Source: an optimization exercise on an open RTL-to-GDS flow (aim: small area, a short achievable clock period and few clock cycles per item). Production flows keep margins and buffers that such runs may drop. In this exercise RTL edits were held to simulation tests only and were not proved equivalent to the original.

## flow/design.v (module list and top-level ports; edited modules follow where they fit)
// module complex_mult_pipe: 1195 lines
module complex_mult_pipe #(
  parameter int IN0_W    = 16,
  parameter int IN0_FRAC = 8,
  parameter int IN1_W    = 12,
  parameter int IN1_FRAC = 10,
  parameter int OUT_W    = 16,
  parameter int OUT_FRAC = 8,
  parameter int ROUND    = 1
) (
  input  logic             CLK,
  input  logic             RST_N,
  input  logic             IN_VALID,
  output logic             IN_READY,
  input  logic             CONJ,
  input  logic [IN0_W-1:0] IN0_Real,
  input  logic [IN0_W-1:0] IN0_Img,
  input  logic [IN1_W-1:0] IN1_Real,
  input  logic [IN1_W-1:0] IN1_Img,
  output logic             OUT_VALID,
  input  logic             OUT_READY,
  output logic [OUT_W-1:0] OUT_Real,
  output logic [OUT_W-1:0] OUT_Img,
  output logic             OVF
);
  // ...
==> flow/flow/run.sh <==
#!/bin/bash
set -euo pipefail
cp standard.sh standard_sh.log
export BUFFER_PORTS_ARGS="-buffer_cell sky130_fd_sc_hd__buf_2"
bash standard.sh synth > synth.log 2>&1
NET=orfs/results/sky130hd/complex_mult_pipe/base/1_2_yosys.v
cp "$NET" yosys_before_invpush.v.log
python3 flow/invpush.py "$NET" > invpush.log 2>&1
bash standard.sh > standard.log 2>&1
==> flow/flow/invpush.py <==
#!/usr/bin/env python3
"""Remove inverters around full-adder cells of a mapped sky130 netlist.

A full adder is self-dual: FA(~a, ~b, ~c) = (~sum, ~cout). Yosys's adder
extraction leaves many full adders whose inputs come through inverters or
whose outputs feed inverters. For each full adder, this script counts the
inverters that complementing it (taking its inputs from the inverters'
inputs, and driving the inverters' outputs directly) would remove and add,
and complements it when that removes more than it adds; it repeats until
no complement helps. The logic function of the netlist is unchanged.

usage: invpush.py NETLIST.v   (rewritten in place)
"""
import re
import sys

path = sys.argv[1]
text = open(path).read()

m = re.search(r'^module\s+(\S+)\s*\((.*?)\);', text, re.S | re.M)
body_start = m.end()
end = text.rindex('endmodule')

cell_re = re.compile(r'^\s*(sky130_fd_sc_hd__\w+)\s+(\S+)\s*\((.*?)\);\s*$', re.S | re.M)
pin_re = re.compile(r'\.(\w+)\(\s*(.*?)\s*\)\s*(?:,|$)', re.S)

cells = {}
order = []
decl_lines = []
pos = body_start
for cm in cell_re.finditer(text, body_start, end):
    decl_lines.append(text[pos:cm.start()])
    pos = cm.end()
    ty, name, pins = cm.group(1), cm.group(2), cm.group(3)
    pl = [(p, n.strip()) for p, n in pin_re.findall(pins)]
    cells[name] = {'type': ty, 'pins': pl}
    order.append(name)
tail = text[pos:end]
head = text[:body_start] + ''.join(decl_lines)

ports = set()
for dm in re.finditer(r'^\s*(input|output|inout)\s+(?:\[[^\]]*\]\s*)?(.*?);', head, re.M):
    for n in dm.group(2).split(','):
        ports.add(n.strip())


def is_inv(c):
    return re.match(r'sky130_fd_sc_hd__(clk)?inv_\d+$', c['type']) is not None


def is_fa(c):
    return re.match(r'sky130_fd_sc_hd__fa_\d+$', c['type']) is not None


OUT_PINS = {'X', 'Y', 'Q', 'Q_N', 'SUM', 'COUT', 'HI', 'LO'}


def base(n):
    # port bits like OUT_Real[3] count as ports
    return re.sub(r'\s*\[\d+\]\s*$', '', n).strip()


def is_port(n):
    return n in ports or base(n) in ports


drv = {}
loads = {}


def rebuild():
    drv.clear(); loads.clear()
    for name, c in cells.items():
        for p, n in c['pins']:
            if p in OUT_PINS:
                drv[n] = (name, p)
            else:
                loads.setdefault(n, []).append((name, p))


def pin(c, p):
    for q, n in c['pins']:
        if q == p:
            return n
    raise KeyError(p)


def setpin(c, p, net):
    c['pins'] = [(q, net if q == p else n) for q, n in c['pins']]


newcnt = [0]
new_wires = []


def new_net():
    newcnt[0] += 1
    n = f'_invpush_{newcnt[0]}_'
    new_wires.append(n)
    return n


def add_inv(a, y):
    newcnt[0] += 1
    name = f'_invpush_cell_{newcnt[0]}_'
    cells[name] = {'type': 'sky130_fd_sc_hd__inv_1', 'pins': [('A', a), ('Y', y)]}
    order.append(name)


def inv_loads(n):
    return [l for l in loads.get(n, []) if is_inv(cells[l[0]]) and l[1] == 'A']


def gain(fname):
    c = cells[fname]
    g = 0
    used = {}
    for p in ('A', 'B', 'CIN'):
        n = pin(c, p)
        used[n] = used.get(n, 0) + 1
    for n, k in used.items():
        d = drv.get(n)
        if d and is_inv(cells[d[0]]):
            # input comes through an inverter: use its input instead
            if len(loads.get(n, [])) == k and not is_port(n):
                g += 1
        elif inv_loads(n):
            pass            # complement already exists
        else:
            g -= 1
    for p in ('SUM', 'COUT'):
        n = pin(c, p)
        il = inv_loads(n)
        others = len(loads.get(n, [])) - len(il)
        if il:
            g += len(il) - 1 if not any(is_port(cells[i]['pins'][1][1]) for i, _ in il) else 0
            # one inverter output becomes the adder's output net
            if all(not is_port(pin(cells[i], 'Y')) for i, _ in il):
                g += 1
            else:
                g += 0
            if others or is_port(n):
                g -= 1
        else:
            g -= 1
    return g


def flip(fname):
    c = cells[fname]
    # inputs
    newin = {}
    for p in ('A', 'B', 'CIN'):
        n = pin(c, p)
        if n in newin:
            setpin(c, p, newin[n]); continue
        d = drv.get(n)
        if d and is_inv(cells[d[0]]):
            comp = pin(cells[d[0]], 'A')
        else:
            il = inv_loads(n)
            if il:
                comp = pin(cells[il[0][0]], 'Y')
            else:
                comp = new_net()
                add_inv(n, comp)
        newin[n] = comp
        setpin(c, p, comp)
    # outputs
    for p in ('SUM', 'COUT'):
        n = pin(c, p)
        il = [i for i, _ in inv_loads(n)]
        il_np = [i for i in il if not is_port(pin(cells[i], 'Y'))]
        others = [l for l in loads.get(n, []) if l[0] not in il]
        if il_np:
            keep = pin(cells[il_np[0]], 'Y')     # becomes the adder output
            for i in il_np:
                y = pin(cells[i], 'Y')
                if y != keep:
                    for (lc, lp) in loads.get(y, []):
                        setpin(cells[lc], lp, keep)
                del cells[i]
            setpin(c, p, keep)
            if others or is_port(n) or any(i not in il_np for i in il):
                add_inv(keep, n)
        else:
            nn = new_net()
            setpin(c, p, nn)
            add_inv(nn, n)
    # inverters left without loads
    rebuild()
    for name in list(cells):
        cc = cells[name]
        if is_inv(cc):
            y = pin(cc, 'Y')
            if not loads.get(y) and not is_port(y):
                del cells[name]
    rebuild()


rebuild()
n0 = sum(1 for c in cells.values() if is_inv(c))
changed = True
nflip = 0
while changed:
    changed = False
    for name in list(cells):
        if name in cells and is_fa(cells[name]) and gain(name) > 0:
            before = sum(1 for c in cells.values() if is_inv(c))
            snapshot = {k: {'type': v['type'], 'pins': list(v['pins'])} for k, v in cells.items()}
            flip(name)
            after = sum(1 for c in cells.values() if is_inv(c))
            if after >= before:          # estimate was wrong: undo
                cells.clear(); cells.update(snapshot); rebuild()
                continue
            nflip += 1
            changed = True
n1 = sum(1 for c in cells.values() if is_inv(c))
sys.stderr.write(f'invpush: {nflip} adders complemented, inverters {n0} -> {n1}\n')

out = [head]
if new_wires:
    out.append(''.join(f'  wire {w};\n' for w in new_wires))
for name in order:
    if name not in cells:
        continue
    c = cells[name]
    pins = ',\n'.join(f'    .{p}({n}{" " if n.startswith(chr(92)) else ""})'
                       for p, n in c['pins'])
    out.append(f'  {c["type"]} {name} (\n{pins}\n  );\n')
out.append(tail)
out.append(text[end:])
open(path, 'w').write(''.join(out))
==> flow/standard.sh <==
#!/bin/bash
# synth_recipe.tcl (not shown) runs the flow's synth.tcl, then flattens the netlist and writes it again
# the make line also repeats each setting of config.mk as NAME=value (left out here)
make -C /OpenROAD-flow-scripts/flow DESIGN_CONFIG=/design/flow/config.mk WORK_HOME=/design/flow/orfs CLKGATE_MAP_FILE= SYNTH_SCRIPT=/design/flow/synth_recipe.tcl "${@:-finish}"
==> flow/config.mk <==
export PLATFORM = sky130hd
export DESIGN_NAME = complex_mult_pipe
export DESIGN_NICKNAME = complex_mult_pipe
export VERILOG_FILES = /design/flow/design.v
export SDC_FILE = /design/flow/constraint.sdc
export NUM_CORES = 4
export LEC_CHECK = 0
export CAP_MARGIN = 20
export CORE_MARGIN = 2
export CORE_UTILIZATION = 40
export PLACE_DENSITY = 0.6
export SETUP_SLACK_MARGIN = 3.0
export SLEW_MARGIN = 20
==> flow/constraint.sdc <==
create_clock -name core_clock -period 6.5 [get_ports {CLK}]
set_input_delay 1.3000 -clock core_clock [delete_from_list [all_inputs] [get_ports {CLK}]]
set_output_delay 1.3000 -clock core_clock [all_outputs]
set_load 0.01 [all_outputs]
==> metrics.csv, run 1 <==
stage;metric;value;unit
run_status;status;finished clean;
finish;multi_input_area_share;56.7;%
finish;buffer_area_share;4.83;%
placed_design;place_hpwl;57000;um
run;cap_violations;0;
global_routing;grt_pass1_wl;134000;um
global_routing;gr-max-usage-layer;met2;
finish;final_area;29000;um2
floorplan;start_util;40.5;%
placed_design;placed_area;27200;um2
finish;multi_input_area;16400;um2
drt;antenna_left;0;
setup_path;required;6.82;ns
synth;syn_inst;2344;
drt;top_layer_used;met5;
setup_path;cp.depth;6;
placed_design;post-place-ws;2.61;ns
global_routing;grt_pass1_vias;20905;
finish;n_all_inverters;141;
drt;dr_wl_met3;12200;um
timing;tightest_slew;0.974;ns
global_routing;grt_max_degree;147;
setup_path;critPathSlowestCell;edfxtp_1;
global_routing;use_met3;8.91;%
drt;viasPerCell;6.55;
timing;setup_violations;0;
global_routing;grtUsageMet2;38.0;%
timing;fin_crit_sh;53.9;%
timing;slew_violations;0;
clock_network;path_clk_slew;0.06;ns
setup_path;path_delay_family;adder cells;
timing;finalClockSkew;0.0258;ns
Testbench counts, summed over its fixed seeds: cycles 16,024, items 16,000.
==> run 2: changes to the inputs <==
--- a/flow/design.v
+++ b/flow/design.v
@@ -1169,27 +1169,30 @@
   assign im_c1002 = t_q845 & t_q846;
   logic [28:0] re_a, re_b, im_a, im_b, re_s, im_s;
   assign re_a = {re_c950, re_c948, re_c946, re_c944, re_c942, re_c940, re_c938, re_c936, re_c934, re_c932, re_c930, re_c928, re_c926, re_c924, re_c922, re_c920, re_c918, re_c916, re_c914, re_c912, re_c910, re_c908, re_c906, re_c904, re_s903, 1'b0, 1'b0, 1'b0, 1'b0};
   assign re_b = {re_s951, re_s949, re_s947, re_s945, re_s943, re_s941, re_s939, re_s937, re_s935, re_s933, re_s931, re_s929, re_s927, re_s925, re_s923, re_s921, re_s919, re_s917, re_s915, re_s913, re_s911, re_s909, re_s907, re_s905, re_s847, 1'b0, 1'b0, 1'b0, 1'b0};
   assign im_a = {im_c1000, im_c998, im_c996, im_c994, im_c992, im_c990, im_c988, im_c986, im_c984, im_c982, im_c980, im_c978, im_c976, im_c974, im_c972, im_c970, im_c968, im_c966, im_c964, im_c962, im_c960, im_c958, im_c956, im_c954, im_s953, 1'b0, 1'b0, 1'b0, 1'b0};
   assign im_b = {im_s1001, im_s999, im_s997, im_s995, im_s993, im_s991, im_s989, im_s987, im_s985, im_s983, im_s981, im_s979, im_s977, im_s975, im_s973, im_s971, im_s969, im_s967, im_s965, im_s963, im_s961, im_s959, im_s957, im_s955, im_s875, 1'b0, 1'b0, 1'b0, 1'b0};
   assign re_s = re_a + re_b;
   assign im_s = im_a + im_b;
-  logic [18:0] yr_q, yi_q;
+  logic sat_r_d, sat_i_d;
+  assign sat_r_d = ~((&re_s[28:25]) | ~(|re_s[28:25]));
+  assign sat_i_d = ~((&im_s[28:25]) | ~(|im_s[28:25]));
+  logic [15:0] yr_q, yi_q;
+  logic        sr_q, si_q, sat_r, sat_i, sat_q;
   always_ff @(posedge CLK) begin
     if (!stall) begin
-      yr_q <= re_s[28:10]; yi_q <= im_s[28:10];
+      yr_q <= re_s[25:10]; yi_q <= im_s[25:10];
+      sr_q <= re_s[28]; si_q <= im_s[28];
+      sat_r <= sat_r_d; sat_i <= sat_i_d;
     end
   end
-  logic sat_r, sat_i, sat_q;
-  assign sat_r = ~((&yr_q[18:15]) | ~(|yr_q[18:15]));
-  assign sat_i = ~((&yi_q[18:15]) | ~(|yi_q[18:15]));
   assign sat_q = sat_r | sat_i;
-  assign OUT_Real = sat_r ? {yr_q[18], {15{~yr_q[18]}}} : yr_q[15:0];
-  assign OUT_Img  = sat_i ? {yi_q[18], {15{~yi_q[18]}}} : yi_q[15:0];
+  assign OUT_Real = sat_r ? {sr_q, {15{~sr_q}}} : yr_q;
+  assign OUT_Img  = sat_i ? {si_q, {15{~si_q}}} : yi_q;
   logic ovf_q;
   always_ff @(posedge CLK or negedge RST_N) begin
     if (!RST_N) ovf_q <= 1'b0;
     else if (OUT_VALID && OUT_READY && sat_q) ovf_q <= 1'b1;
   end
   assign OVF = ovf_q | sat_q;
 endmodule
==> flow/config.mk (replaced) <==
export PLATFORM = sky130hd
export DESIGN_NAME = complex_mult_pipe
export DESIGN_NICKNAME = complex_mult_pipe
export VERILOG_FILES = /design/flow/design.v
export SDC_FILE = /design/flow/constraint.sdc
export NUM_CORES = 4
export LEC_CHECK = 0
export CAP_MARGIN = 20
export CORE_MARGIN = 2
export CORE_UTILIZATION = 40
export PLACE_DENSITY = 0.5
export SETUP_SLACK_MARGIN = 3.0
export SLEW_MARGIN = 20
==> run 2 against run 1 <==
  * Still clean
  * Largest cell class unchanged
  * Clock skew rose by 0.013 ns
  * Area after synthesis is 1.3% lower
  * Setup slack got worse by 0.032 ns
==> metrics.csv, run 2 <==
stage;metric;value;unit;change
setup_path;worstReg2RegStart;t_q733$_DFFE_PN_;;
floorplan;rows;93;;
drt;drc;0;;
finish;nNetsFinal;2724;;
min_path;hold_path_class;flip-flop to flip-flop;;
setup_path;crit_type;flip-flop to flip-flop;;
min_path;hold_path_end;ovf_q$_DFFE_PN0P_;;
drt;wl_met1;35400;um;
synth;syn_avg_cell_area;11.2;um2;
clock_network;path_clk_slew;0.06;ns;about the same
finish;layout_commonest_cell;edfxtp_1;;
finish;diodes;0;;
synth;syn-cell-area;25800;um2;
floorplan;coreArea;64100;um2;
setup_path;reg2reg_to;sat_r$_DFFE_PN_;;
timing;hold_violations;0;;
finish;syn_to_final_growth;12.1;%;
run;cap_violations;0;;unchanged
timing;setup_slack;2.96;ns;
drt;wirelength;89700;um;
timing;min_period;3.54;ns;
placed_design;port_buffers;95;;
timing;finalSetupTns;0;ns;
min_path;hold_start;ovf_q$_DFFE_PN0P_;;
global_routing;grt_max_degree;155;;+5.4%
global_routing;grt_use_total;26.0;%;
timing;slew_violations;0;;unchanged
timing;holdWs;0.467;ns;
setup_path;cp-start-kind;flip-flop;;
clock_network;clockBufferDepth;3;;
synth;syn_inst;2303;;-1.7%
drt;antenna_left;0;;unchanged
clock_network;cts_num_sinks;280;;
floorplan;dieWidth;258;um;
floorplan;ioPinCount;96;;
timing;rsz0062_at_grt;true;;
drt;dr_wl_met3;10100;um;-17%
global_routing;grt_pass1_wl;131000;um;-1.7%
clock_network;cts_root_buf;clkbuf_16;;
floorplan;die_area;66600;um2;
drt;drtIter0Drc;2462;;
finish;drive_above_1_share;15.7;%;
setup_path;required;6.84;ns;+0.02 ns
timing;maxClockFrequency;283;MHz;
floorplan;start_util;40.3;%;-0.26 points
global_routing;grt_pass1_vias;20735;;-0.81%
finish;mostFrequentLayoutCells;edfxtp_1, xnor2_1, a22o_1;;
run_status;status;finished clean;;
placed_design;place_hpwl;56200;um;-1.5%
setup_path;worst-r2r-setup-slack;2.96;ns;
synth;syn-num-nets;2712;;
drt;num_vias;20198;;
global_routing;overflow;0;;
clock_network;cts_made_buffers;31;;
setup_path;crit_path_end_kind;flip-flop;;
finish;top_regs;ai3 (18), ar3 (18);;
drt;drtPass1Iterations;10;;
clock_network;clk_latency;0.61;ns;
timing;fin_crit_sh;54.4;%;+0.50 points
setup_path;worstPathMaxFanout;4;;
drt;top_layer_used;met5;;
drt;viasPerCell;6.33;;-3.3%
setup_path;worstRegToRegCells;12;;
global_routing;grt_antenna_before_repair;0;;
timing;finalClockSkew;0.0385;ns;+0.0127 ns
timing;slew_headroom;27.7;%;
drt;dr_wl_met2;39500;um;
min_path;min_path_cells;1;;
timing;setup_violations;0;;unchanged
placed_design;place.gp.congestion;0.910;;
synth;yosys_warnings;1;;
clock_network;h-tree-depth;1;;
placed_design;post-place-ws;2.31;ns;-0.301 ns
clock_network;hold_buffers;0;;
drt;wl_per_cell;28.1;um;
timing;tightest_slew;1.08;ns;+0.110 ns
setup_path;cp.arrival;3.87;ns;
clock_network;cts_tree;built;;
floorplan;fp.dieH;258;um;
[run 2: area by class of cell]
class	instances	area, um2
Sequential cell	280	8390
Timing Repair Buffer	226	1670
Clock buffer	32	779
Clock inverter	23	190
Multi-Input combinational cell	1617	16200
Fill cell	5983	35200
Inverter	159	607
Tap cell	855	1070
[run 2: worst max-delay path by stage]
stage | from | endpoint | slack (ns)
floorplan | OUT_READY | IN_READY | 1.93
global placement | IN0_Img[1] | ai3[15]$_DFFE_PN_ | 2.32
detailed placement | IN0_Img[1] | ai3[15]$_DFFE_PN_ | 2.31
CTS | br_s2[0]$_DFFE_PN_ | t_q756$_DFFE_PN_ | 2.95
global route | t_q802$_DFFE_PN_ | sat_i$_DFFE_PN_ | 2.85
finish | t_q733$_DFFE_PN_ | sat_r$_DFFE_PN_ | 2.96
[run 2: stage by stage]
stage               area (um2)  std cells  util, %
floorplan                25800       2303        -
global placement         26900       3060     41.9
detailed placement       26900       3060     41.9
CTS                      28300       3148     44.1
global route             28900       3192     45.1
finish                   28900       3192     45.1
[run 2: routing by layer]
metal	vias to the layer above	global-route usage, %
met5	-	0
met4	2	12.0
met3	342	6.47
met2	1315	40.6
met1	9953	34.1
li1	8586	-
[run 2: worst max-delay path, stage by stage (launching register included)]
cell and delay (ns):
edfxtp_1 0.37, ha_1 0.33, fa_2 0.63, ha_4 0.23, o21ai_0 0.25, o21ai_2 0.13, a31oi_4 0.19, a21oi_4 0.09
a21o_1 0.21, a21o_1 0.23, or4_1 0.41, a21oi_1 0.14, nor3_1 0.06
[run 2: what timing repair did]
item / in CTS / in global routing
gates resized for setup: 21 / 45
cloned: 0 / 1
setup buffers: 33 / 42
pin swaps: 10 / 24
endpoints found under the setup margin: 68 / 81
Testbench counts of run 2, summed over its fixed seeds: cycles 16,024, items 16,000.
==> run 3: changes to the inputs <==
--- a/flow/config.mk
+++ b/flow/config.mk
@@ -7,7 +7,7 @@
 export LEC_CHECK = 0
 export CAP_MARGIN = 20
 export CORE_MARGIN = 2
-export CORE_UTILIZATION = 40
-export PLACE_DENSITY = 0.5
+export CORE_UTILIZATION = 60
+export PLACE_DENSITY = 0.65
 export SETUP_SLACK_MARGIN = 3.0
 export SLEW_MARGIN = 20
==> run 3 against run 2 <==
  * Register-to-register slack worse by 0.06 ns
  * Highest routed layer unchanged
  * Count of clock-buffer cells in the layout rose by 3
  * Sequential cell count is the same
==> metrics.csv, run 3 <==
stage;metric;value;unit;change
finish;syn_to_final_growth;11.0;%;
placed_design;place_hpwl;52800;um;-6.0%
global_routing;grt_max_degree;147;;-5.2%
clock_network;clk_latency;0.60;ns;about the same
clock_network;hold_buffers;0;;unchanged
synth;syn_avg_cell_area;11.2;um2;unchanged
clock_network;h-tree-depth;1;;unchanged
min_path;hold_start;vld_q[2]$_DFFE_PN0N_;;
floorplan;fp.dieH;211;um;-18%
run;cap_violations;0;;unchanged
timing;rsz0062_at_grt;true;;
finish;diodes;0;;unchanged
setup_path;worstReg2RegStart;t_q781$_DFFE_PN_;;
global_routing;grt_pass1_wl;125000;um;-5.2%
timing;maxClockFrequency;278;MHz;-1.6%
drt;antenna_left;0;;unchanged
timing;tightest_slew;1.14;ns;+0.0586 ns
min_path;hold_path_class;flip-flop to flip-flop;;
clock_network;cts_tree;built;;
timing;setup_violations;0;;unchanged
setup_path;worst-r2r-setup-slack;2.91;ns;-0.06 ns
timing;slew_violations;0;;unchanged
finish;mostFrequentLayoutCells;edfxtp_1, xnor2_1, a22o_1;;
timing;slew_headroom;23.8;%;-3.9 points
synth;syn_inst;2303;;unchanged
setup_path;worstPathMaxFanout;3;;-1
finish;postLayoutCoreUtil;67.8;%;+23 points
synth;syn-num-nets;2712;;unchanged
global_routing;overflow;0;;unchanged
finish;nNetsFinal;2716;;-0.29%
min_path;min_path_cells;1;;unchanged
global_routing;grt_use_total;37.5;%;+11 points
setup_path;crit_path_end_kind;flip-flop;;
setup_path;reg2reg_to;sat_i$_DFFE_PN_;;
placed_design;placed_area;26500;um2;-1.4%
clock_network;path_clk_slew;0.08;ns;+0.02 ns
drt;viasPerCell;7.19;;+14%
run_status;status;finished clean;;
placed_design;port_buffers;95;;unchanged
setup_path;critPathSlowestCell;fa_1;;
timing;min_period;3.59;ns;+0.0561 ns
floorplan;die_area;44700;um2;-33%
timing;finalClockSkew;0.0267;ns;-0.0118 ns
global_routing;grt_antenna_before_repair;1;;+1
min_path;hold_path_end;vld_q[3]$_DFFE_PN0N_;;
setup_path;max_stage_delay;0.44;ns;-0.19 ns
placed_design;place.gp.congestion;0.933;;+2.5%
global_routing;grt_pass1_vias;20504;;-1.1%
setup_path;required;6.83;ns;about the same
floorplan;start_util;61.1;%;+21 points
finish;final_area;28600;um2;-0.97%
finish;drive_above_1_share;16.5;%;+0.81 points
drt;wl_per_cell;29.7;um;+5.5%
drt;wirelength;85100;um;-5.1%
drt;num_vias;20624;;+2.1%
drt;drtPass1Iterations;10;;unchanged
floorplan;dieWidth;211;um;-18%
timing;hold_violations;0;;unchanged
floorplan;coreArea;42200;um2;-34%
floorplan;ioPinCount;96;;unchanged
finish;n_fill_cell;3231;;-46%
setup_path;worstPathCellList;ha_2 -> fa_1 -> ha_1 -> a31o_4 -> a21o_1 -> a21o_1 -> a21oi_4 -> o21ai_4 -> a221o_2 -> a31oi_4 -> xnor2_2 -> nor4b_4 -> mux2i_1;;
timing;fin_crit_sh;55.3;%;+0.86 points
setup_path;worstRegToRegCells;13;;+1
floorplan;rows;75;;-19%
setup_path;crit_top_cell;a21o_1;;
drt;drc;0;;unchanged
clock_network;cts_made_buffers;31;;unchanged
setup_path;cp-start-kind;flip-flop;;
clock_network;clockBufferDepth;3;;unchanged
drt;drtIter0Drc;2943;;+20%
finish;multi_input_area;16400;um2;+0.96%
setup_path;crit_type;flip-flop to flip-flop;;
finish;seq_area;8390;um2;unchanged
setup_path;cp.arrival;3.92;ns;+0.05 ns
setup_path;crit_path_start;t_q781$_DFFE_PN_;;
synth;yosys_warnings;1;;unchanged
finish;top_regs;ai3 (18), ar3 (18);;
finish;layout_commonest_cell;edfxtp_1;;
timing;setup_slack;2.91;ns;-0.0561 ns
clock_network;cts_root_buf;clkbuf_16;;
placed_design;post-place-ws;2.22;ns;-0.0929 ns
clock_network;cts_num_sinks;280;;unchanged
timing;finalSetupTns;0;ns;unchanged
synth;syn-cell-area;25800;um2;unchanged
## run 3: critical path: cells and delay by family, from the launching register on
| family | cells | cell delay [ns] |
|---|---|---|
| adders and majority gates | 3 | 0.93 |
| AOI/OAI and AO/OA | 7 | 1.52 |
| xor gates and xnor gates | 1 | 0.14 |
| DFF | 1 | 0.41 |
| muxes | 1 | 0.10 |
| and+or+nand+nor | 1 | 0.20 |
## run 3: how the worst max path moves through the flow
stage / cells after the start / end
3_3_place_gp: 14 / ai3[15]$_DFFE_PN_
6_report: 13 / sat_i$_DFFE_PN_
2_1_floorplan: 1 / IN_READY
4_1_cts: 13 / sat_i$_DFFE_PN_
3_5_place_dp: 14 / ai3[15]$_DFFE_PN_
5_1_grt: 14 / sat_i$_DFFE_PN_
## run 3: through the flow
stage	std cells	hold WS, ns
5_1_grt	2870	0.494
3_5_place_dp	2746	0.464
6_report	2870	0.475
3_3_place_gp	2746	0.449
2_1_floorplan	2303	0.425
4_1_cts	2828	0.482
## run 3: layout make-up
cell class / instances / share of cell area, %
flip-flops and latches: 280 / 29.3
inverters: 159 / 2.12
multi-input cells: 1618 / 57.2
clock buffers: 35 / 2.76
well taps: 539 / 2.35
clock inverters: 22 / 0.987
repair buffers: 217 / 5.32
## run 3: what timing repair did
item	CTS	global route
buffers inserted	25	40
cloned	0	1
resized for setup	18	76
setup endpoints to repair	40	61
pin swaps	7	29
## run 3: routing by layer
metal | wire [um] | GRT usage, %
met1 | 31300 | 49.2
met2 | 36500 | 55.8
met3 | 11900 | 11.5
met4 | 5310 | 20.7
met5 | 18 | 0
==> run 4: changes to the inputs <==
--- a/flow/config.mk
+++ b/flow/config.mk
@@ -7,7 +7,7 @@
 export LEC_CHECK = 0
 export CAP_MARGIN = 20
 export CORE_MARGIN = 2
-export CORE_UTILIZATION = 60
-export PLACE_DENSITY = 0.65
+export CORE_UTILIZATION = 40
+export PLACE_DENSITY = 0.6
 export SETUP_SLACK_MARGIN = 3.0
 export SLEW_MARGIN = 20
==> run 4 against run 3 <==
  * Still clean on timing, DRC and antenna
  * Routed wire length is 4.3% higher
  * Sequential cell count stayed put
  * Highest routed layer is now met4
  * Cell area is 1.9% higher
  * Clock skew is 0.012 ns higher
  * Global-route usage is 12 points lower
  * Fmax is 2.8% higher
==> metrics.csv, run 4 <==
stage;metric;value;unit;change
finish;layout_commonest_cell;edfxtp_1;;
floorplan;ioPinCount;96;;unchanged
placed_design;port_buffers;95;;unchanged
finish;drive_above_1_share;16.0;%;-0.46 points
timing;setup_slack;3.00;ns;+0.0972 ns
clock_network;h-tree-depth;2;;+1
clock_network;cts_root_buf;clkbuf_16;;
setup_path;worstPathCellList;buf_6 -> a221oi_1 -> xnor2_1 -> fa_1 -> inv_1 -> fa_1 -> fa_1;;
drt;viasPerCell;6.40;;-11%
global_routing;overflow;0;;unchanged
setup_path;worst-r2r-setup-slack;3.00;ns;+0.10 ns
setup_path;worstPathMaxFanout;13;;+10
floorplan;rows;93;;+24%
synth;syn-cell-area;25800;um2;unchanged
finish;nNetsFinal;2725;;+0.33%
setup_path;cp.arrival;3.80;ns;-0.12 ns
global_routing;grt_use_total;25.9;%;-12 points
placed_design;placed_area;26900;um2;+1.3%
setup_path;worstReg2RegStart;ar[7]$_DFFE_PN_;;
finish;top_regs;ai3 (18), ar3 (18);;
finish;postLayoutCoreUtil;45.5;%;-22 points
drt;num_vias;20469;;-0.75%
global_routing;grt_pass1_vias;20821;;+1.5%
run_status;status;finished clean;;
setup_path;cp-start-kind;flip-flop;;
global_routing;grt_pass1_wl;131000;um;+4.9%
drt;wirelength;88800;um;+4.3%
synth;syn_avg_cell_area;11.2;um2;unchanged
setup_path;crit_path_start;ar[7]$_DFFE_PN_;;
clock_network;cts_made_buffers;36;;+16%
clock_network;clk_latency;0.58;ns;-0.02 ns
setup_path;crit_top_cell;fa_1;;
clock_network;path_clk_slew;0.06;ns;-0.02 ns
drt;antenna_left;0;;unchanged
timing;min_period;3.50;ns;-0.0972 ns
setup_path;endpoint;t_q753$_DFFE_PN_;;
clock_network;clockBufferDepth;3;;unchanged
floorplan;die_area;66600;um2;+49%
timing;tightest_slew;1.01;ns;-0.137 ns
floorplan;dieWidth;258;um;+22%
setup_path;max_stage_delay;0.74;ns;+0.30 ns
run;cap_violations;0;;unchanged
synth;syn_inst;2303;;unchanged
placed_design;post-place-ws;2.36;ns;+0.136 ns
min_path;hold_start;vld_q[2]$_DFFE_PN0N_;;
finish;mostFrequentLayoutCells;edfxtp_1, xnor2_1, a22o_1, a221oi_1, fa_1;;
setup_path;cp.depth;7;;-6
setup_path;path_delay_family;adder cells;;
setup_path;worstRegToRegCells;7;;-6
timing;fin_crit_sh;53.8;%;-1.5 points
drt;wl_per_cell;27.8;um;-6.4%
setup_path;reg2reg_to;t_q753$_DFFE_PN_;;
timing;hold_violations;0;;unchanged
placed_design;place.gp.congestion;0.923;;-1.1%
timing;setup_violations;0;;unchanged
setup_path;crit_type;flip-flop to flip-flop;;
timing;rsz0062_at_grt;true;;
timing;finalClockSkew;0.0388;ns;+0.0121 ns
global_routing;grt_max_degree;152;;+3.4%
global_routing;grt_antenna_before_repair;0;;-1
drt;drtIter0Drc;2747;;-6.7%
synth;yosys_warnings;1;;unchanged
floorplan;coreArea;64100;um2;+52%
min_path;hold_path_class;flip-flop to flip-flop;;
clock_network;hold_buffers;0;;unchanged
timing;finalSetupTns;0;ns;unchanged
finish;syn_to_final_growth;13.1;%;
synth;syn-num-nets;2712;;unchanged
floorplan;start_util;40.3;%;-21 points
clock_network;cts_tree;built;;
timing;maxClockFrequency;286;MHz;+2.8%
drt;drtPass1Iterations;9;;-1
finish;final_area;29200;um2;+1.9%
setup_path;critPathBufInv;2;;+2
timing;slew_headroom;33.0;%;+9.1 points
drt;drc;0;;unchanged
floorplan;fp.dieH;258;um;+22%
setup_path;required;6.80;ns;-0.03 ns
placed_design;place_hpwl;54900;um;+3.9%
clock_network;cts_num_sinks;280;;unchanged
timing;slew_violations;0;;unchanged
setup_path;critPathSlowestCell;edfxtp_1;;
setup_path;crit_path_end_kind;flip-flop;;
[run 4: cell count changes in the layout (fill, tap and decap cells not counted), moves of 3 or more]
cell / previous run / this run
clkinv_2: 8 / 5
a21oi_1: 32 / 35
clkinv_1: 1 / 5
clkbuf_16: 31 / 39
clkbuf_1: 4 / 7
a21oi_2: 8 / 5
buf_6: 19 / 22
ha_1: 111 / 114
[run 4: layout make-up]
| type | count | area, um2 |
|---|---|---|
| clock inverters | 20 | 218 |
| well taps | 855 | 1070 |
| flip-flops and latches | 280 | 8390 |
| repair buffers | 221 | 1610 |
| inverters | 159 | 607 |
| diodes | 1 | 2.50 |
| multi-input cells | 1618 | 16300 |
| clock buffers | 44 | 952 |
| fillers | 5878 | 34900 |
[run 4: repair_timing]
item                                    CTS  global route
cloned                                    1             2
endpoints found under the setup margin   58            56
gates resized for setup                  17            74
hold endpoints to repair                  0             0
pin swaps                                11            25
setup buffers                            43            29
[run 4: layer usage]
| layer | track usage [%] | vias up | part of all wire (%) |
|---|---|---|---|
| met3 | 8.52 | 391 | 12 |
| met5 | 0 | - | 0 |
| li1 | - | 8582 | - |
| met1 | 32.3 | 10062 | 38 |
| met2 | 40.2 | 1434 | 44 |
| met4 | 13.0 | 0 | 5.7 |
[run 4: worst min path at each step]
stage                      endpoint  depth (start not counted)
3_5_place_dp      ovf_q$_DFFE_PN0P_                          1
2_1_floorplan     ovf_q$_DFFE_PN0P_                          1
4_1_cts           ovf_q$_DFFE_PN0P_                          1
6_report       vld_q[3]$_DFFE_PN0N_                          1
3_3_place_gp   vld_q[3]$_DFFE_PN0N_                          1
5_1_grt           ovf_q$_DFFE_PN0P_                          1
[run 4: metrics by stage]
step | hold slack (ns) | std cells
finish | 0.457 | 3198
global route | 0.467 | 3197
CTS | 0.465 | 3165
detailed placement | 0.454 | 3057
global placement | 0.443 | 3057
floorplan | 0.425 | 2303
==> run 5: changes to the inputs <==
--- a/flow/config.mk
+++ b/flow/config.mk
@@ -8,6 +8,7 @@
 export CAP_MARGIN = 20
 export CORE_MARGIN = 2
 export CORE_UTILIZATION = 40
-export PLACE_DENSITY = 0.6
+export CTS_BUF_LIST = sky130_fd_sc_hd__clkbuf_4 sky130_fd_sc_hd__clkbuf_8
+export PLACE_DENSITY = 0.5
 export SETUP_SLACK_MARGIN = 3.0
 export SLEW_MARGIN = 20
==> run 5 against run 4 <==
  * Clock skew up 0.015 ns
  * Routed wire length rose by 1.5%
  * Setup slack lost 0.0026 ns
  * Cell count rose by 1.0%
  * Count of clock-buffer cells in the layout up 14
  * Critical path depth is 5 higher
  * Via count fell by 1.5%
  * Core utilization shrank 0.22 points
  * Largest cell class unchanged
  * Highest routed layer is now met5
==> metrics.csv, run 5 <==
stage;metric;value;unit;change
run_status;status;finished clean;;
clock_network;hold_buffers;0;;unchanged
timing;tightest_slew;1.06;ns;+0.0593 ns
clock_network;path_clk_slew;0.06;ns;about the same
run;cap_violations;0;;unchanged
finish;nNetsFinal;2743;;+0.66%
finish;final_cells;3231;;+1.0%
timing;rsz0062_at_grt;true;;
placed_design;placed_area;26900;um2;about the same
synth;yosys_warnings;1;;unchanged
placed_design;post-place-cells;3060;;+0.098%
setup_path;worstPathMaxFanout;4;;-9
clock_network;h-tree-depth;2;;unchanged
finish;layout_commonest_cell;edfxtp_1;;
global_routing;use_met3;7.41;%;-1.1 points
timing;fin_crit_sh;53.8;%;about the same
finish;mostFrequentLayoutCells;edfxtp_1, xnor2_1, a22o_1;;
timing;slew_violations;0;;unchanged
drt;drtPass1Iterations;14;;+5
drt;drc;0;;unchanged
global_routing;grtUsageMet2;40.2;%;about the same
finish;syn_to_final_growth;12.6;%;
placed_design;place.gp.congestion;0.910;;-1.3%
clock_network;clockBufferDepth;3;;unchanged
global_routing;grt_use_total;26.3;%;+0.45 points
synth;syn-cell-area;25800;um2;unchanged
global_routing;overflow;0;;unchanged
min_path;hold_path_class;primary input to async pin;;
timing;setup_slack;3.00;ns;-0.00261 ns
global_routing;grt_antenna_before_repair;1;;+1
drt;drtIter0Drc;2452;;-11%
timing;hold_violations;0;;unchanged
timing;min_period;3.50;ns;+0.00261 ns
drt;viasPerCell;6.24;;-2.5%
timing;finalSetupTns;0;ns;unchanged
synth;syn-num-nets;2712;;unchanged
clock_network;cts_tree;built;;
synth;syn_inst;2303;;unchanged
finish;drive_above_1_share;16.2;%;+0.20 points
placed_design;place_hpwl;56200;um;+2.4%
timing;slew_headroom;29.0;%;-4.0 points
global_routing;gr-max-usage-layer;met2;;
global_routing;grt_max_degree;155;;+2.0%
drt;num_vias;20167;;-1.5%
floorplan;ioPinCount;96;;unchanged
finish;final_area;29100;um2;-0.48%
timing;holdWs;0.461;ns;+0.00424 ns
global_routing;grtUsageMet1;34.2;%;+1.9 points
setup_path;required;6.89;ns;+0.09 ns
floorplan;start_util;40.3;%;unchanged
drt;antenna_left;0;;unchanged
drt;wirelength;90200;um;+1.5%
setup_path;crit_type;flip-flop to flip-flop;;
finish;postLayoutCoreUtil;45.3;%;-0.22 points
setup_path;crit_path_end_kind;flip-flop;;
global_routing;grt_pass1_vias;20937;;+0.56%
timing;setup_violations;0;;unchanged
floorplan;coreArea;64100;um2;unchanged
finish;top_regs;ai3 (18), ar3 (18);;
placed_design;post-place-ws;2.31;ns;-0.0434 ns
global_routing;grt_pass1_wl;132000;um;+1.2%
timing;finalClockSkew;0.0534;ns;+0.0146 ns
setup_path;cp.arrival;3.89;ns;+0.09 ns
placed_design;port_buffers;95;;unchanged
drt;wl_per_cell;27.9;um;+0.47%
clock_network;cts_root_buf;clkbuf_8;;
floorplan;die_area;66600;um2;unchanged
setup_path;cp-start-kind;flip-flop;;
floorplan;fp.dieH;258;um;unchanged
synth;syn_avg_cell_area;11.2;um2;unchanged
clock_network;clk_latency;0.68;ns;+0.10 ns
clock_network;cts_num_sinks;280;;unchanged
floorplan;rows;93;;unchanged
clock_network;cts_made_buffers;50;;+39%
floorplan;dieWidth;258;um;unchanged
timing;maxClockFrequency;286;MHz;about the same
[run 5: routing by layer]
metal  vias to the layer above  wire, um
met5                         -        85
met4                         2      5150
met3                       365     10300
met2                      1292     39100
met1                      9881     35500
li1                       8627         -
[run 5: final cells by class]
| type | count | area, um2 |
|---|---|---|
| fillers | 5975 | 35100 |
| multi-input cells | 1617 | 16200 |
| flip-flops and latches | 280 | 8390 |
| repair buffers | 226 | 1690 |
| well taps | 855 | 1070 |
| clock buffers | 58 | 748 |
| inverters | 159 | 607 |
| clock inverters | 35 | 379 |
| diodes | 1 | 2.50 |
[run 5: critical path: stages (launching register included)]
cell and delay, ns:
edfxtp_1 0.40, ha_1 0.31, fa_2 0.60, ha_4 0.23
o21ai_1 0.12, nand2b_1 0.12, a31oi_2 0.25, a21oi_2 0.13
a21o_1 0.22, a21o_1 0.23, or4_1 0.41, a21oi_1 0.15
nor3_1 0.06
[run 5: path summary, 6_finish.rpt]
path | start | endpoint | slack (ns) | depth (start not counted)
min | RST_N | vld_q[2]$_DFFE_PN0N_ | 0.46 | 1
max | t_q740$_DFFE_PN_ | sat_r$_DFFE_PN_ | 3.00 | 12
min in group core_clock | ovf_q$_DFFE_PN0P_ | ovf_q$_DFFE_PN0P_ | 0.47 | 1
min reg2reg | ovf_q$_DFFE_PN0P_ | ovf_q$_DFFE_PN0P_ | 0.47 | 1
max in group asynchronous | RST_N | ovf_q$_DFFE_PN0P_ | 5.92 | 1
max reg2reg | t_q740$_DFFE_PN_ | sat_r$_DFFE_PN_ | 3.00 | 12
[run 5: repair_timing]
item	4_1_cts	5_1_grt
setup endpoints to repair	75	60
setup buffers	39	36
cloned	0	1
gates resized for setup	24	33
pin swaps	9	15

[separate check: timing with driven ports]
The flow's constraints put no driver on any port. The routed layouts listed below were extracted and timed again, unchanged, in two steps. Step 1, drivers: a clkbuf_16 drives CLK and a buf_2 each remaining input, both assumed. Step 2 also shifts input and output timing later by t, the mid clock arrival at the registers, as if the neighbouring blocks saw the same clock. a / b / c = ideal / step 1 / step 2; a / b = the first two.
| run | t (ns) | setup WS [ns] | latest minus earliest clock arrival (ns) |
|---|---|---|---|
| run 1 | 0.627 | 2.996 / 2.996 / 2.759 | 0.029 / 0.029 |
| run 2 | 0.653 | 2.964 / 2.964 / 2.485 | 0.041 / 0.041 |
| run 3 | 0.644 | 2.908 / 2.908 / 2.535 | 0.027 / 0.028 |
| run 4 | 0.623 | 3.005 / 3.005 / 2.592 | 0.039 / 0.039 |
| run 5 | 0.712 | 3.002 / 3.002 / 2.466 | 0.054 / 0.055 |
After both steps setup and hold are still met in every run listed. For run 5, which loses most, drivers alone change the setup slack by 0.000 ns; drivers and shift together by -0.536 ns.
